Source: an optimization exercise on an open RTL-to-GDS flow (aim: small area, a short achievable clock period and few clock cycles). Production flows keep margins and buffers that such runs may drop.
Only simulation tests tie the RTL to the original design; equivalence was not proved.
Power and IR drop assume default switching activity.

==> flow/design.v (excerpt) <==
module preemptive_key_scheduler (
    input  logic        clk,
    input  logic        rst_n,
    input  logic        item_valid,
    output logic        item_stall,
    input  logic [53:0] item_bits,
    output logic        result_valid,
    input  logic        result_stall,
    output logic [27:0] result_bits,
    input  logic        psel,
    input  logic        penable,
    input  logic        pwrite,
    input  logic [2:0]  paddr,
    input  logic [31:0] pwdata,
    output logic [31:0] prdata,
    output logic        pready
);
    logic [1:0]  policy_reg;
    logic        pol_arr_reg;
    logic        pol_bur_reg;
    logic [4:0]  slots_reg;
    logic [15:0] in_use_reg;
    logic [4:0]  prdata_reg;
    logic        cfg_write;
    logic        pol_chg;
    logic [5:0]  ir;
    logic        take_load;
    logic        go_load;
    logic        go_restart;
    logic        go_tick;
    logic        stale_any;
    logic        stale_any_next;
    logic [27:0] tick_result;
    assign pready    = 1'b1;
    assign cfg_write = psel && penable && pwrite;
    assign pol_chg = cfg_write && !paddr[2] &&
                     ((pwdata[1:0] != policy_reg) &&
                      !(pwdata[1] && policy_reg[1]));
    always_ff @(posedge clk or negedge rst_n)
    begin
        if (!rst_n)
        begin
            policy_reg  <= POL_BURST;
            pol_arr_reg <= 1'b0;
            pol_bur_reg <= 1'b1;
            slots_reg   <= '0;
            in_use_reg  <= '0;
        end
        else if (cfg_write)
        begin
            if (paddr[2])
            begin
                slots_reg <= pwdata[4:0];
                for (int i = 0; i < 16; i++)
                    in_use_reg[i] <= (5'(i) < pwdata[4:0]);
  ...
==> flow/config.mk <==
export PLATFORM = sky130hd
export DESIGN_NAME = preemptive_key_scheduler
export DESIGN_NICKNAME = preemptive_key_scheduler
export VERILOG_FILES = /design/flow/design.v
export SDC_FILE = /design/flow/constraint.sdc
export NUM_CORES = 4
export LEC_CHECK = 0
export CAP_MARGIN = 15
export CORE_MARGIN = 2
export CORE_UTILIZATION = 40
export CTS_CLUSTER_DIAMETER = 120
export CTS_CLUSTER_SIZE = 20
export PLACE_DENSITY = 0.6
export SLEW_MARGIN = 15
==> flow/constraint.sdc <==
create_clock -name core_clock -period 14.0 [get_ports {clk}]
set_input_delay 2.8000 -clock core_clock [delete_from_list [all_inputs] [get_ports {clk}]]
set_output_delay 2.8000 -clock core_clock [all_outputs]
set_load 0.01 [all_outputs]
standard.sh (not shown) runs the stock make flow with config.mk's settings and CLKGATE_MAP_FILE= SYNTH_SCRIPT=/design/flow/synth_recipe.tcl, a recipe that flattens the netlist after the stock synthesis.
==> flow/flow/run.sh <==
#!/bin/bash
# Standard layout (the standard.sh) with a larger setup margin for
# ORFS's repair_timing, so that repair works towards a shorter period than
# the clock constraint asks. Constraints and scripts are unchanged.
export SETUP_SLACK_MARGIN=9.5
bash standard.sh > standard.log 2>&1
Testbench counts at the start, summed over its fixed seeds: cycles 8,808.
Edit:
CAP_MARGIN = 40   (was 15)
SLEW_MARGIN = 30   (was 15)
After rerunning: Routed wire length fell slightly. Worst setup slack improves by 0.016 ns. Non-clock buffer count came out higher by 22. Final area came out higher slightly. Total power increases slightly. Area after synthesis does not change.

---

Another version of the RTL of preemptive_key_scheduler (not shown whole).
For scale: roughly 6,200 cells after synthesis, ~1,400 flip-flops, roughly 72,000 sq um of cells after synthesis.
export LEC_CHECK = 0
export CAP_MARGIN = 40
export CORE_MARGIN = 2
export CORE_UTILIZATION = 40
export CTS_CLUSTER_DIAMETER = 100
export CTS_CLUSTER_SIZE = 16
export PLACE_DENSITY = 0.6
export SLEW_MARGIN = 30
create_clock -name core_clock -period 14.0 [get_ports {clk}]
==> flow/flow/run.sh <==
#!/bin/bash
# Standard layout (the standard.sh) with a larger setup margin for
# ORFS's repair_timing, so that repair works towards a shorter period than
# the clock constraint asks. Constraints and scripts are unchanged.
export SETUP_SLACK_MARGIN=9.6
bash standard.sh > standard.log 2>&1
Testbench counts at the start, summed over its fixed seeds: cycles 8,808.
Change:
--- a/flow/flow/run.sh
+++ b/flow/flow/run.sh
@@ -4,3 +4,3 @@
 # the clock constraint asks. Constraints and scripts are unchanged.
-export SETUP_SLACK_MARGIN=9.6
+export SETUP_SLACK_MARGIN=9.5
 bash standard.sh > standard.log 2>&1
- CTS_CLUSTER_DIAMETER: 100 -> 120
- CTS_CLUSTER_SIZE: 16 -> 20
After rerunning: The new run finished clean; clock-buffer cell count goes down by 42; combinational power goes down by a few percent; non-clock buffer count decreases by 24; worst setup slack gets worse by 84 ps; cell count fell slightly; clock power falls by roughly a tenth.

[afterwards: timing with drivers on the ports]
The flow's constraints put no driver on any port. The routed layouts listed below were extracted and timed again, unchanged, in two steps.
Step 1, drivers: a clkbuf_16 drives clk and a buf_2 each remaining input, both assumed.
Step 2 adds t to the input delays and takes it off the output delays; t is the mean of the earliest and latest rising clock arrival at the registers after step 1. Input paths then give back, and output paths get back, about the clock's delay inside the block.
Three values: ideal, step 1, step 2; two values: the first two.
run | t, ns | setup slack, ns | worst setup path at the end
the first run of note 1 | 0.837 | 9.386 / 9.386 / 8.728 | input to register
the second run of note 1 | 0.855 | 9.402 / 9.402 / 8.666 | input to register
the first run of note 2 | 0.891 | 9.500 / 9.500 / 8.683 | input to register
the second run of note 2 | 0.865 | 9.417 / 9.426 / 8.608 | input to register
After both steps every run listed still meets setup and hold. For the first run of note 2, which loses most, drivers alone change the setup slack by 0.000 ns; drivers and shift together by -0.817 ns.
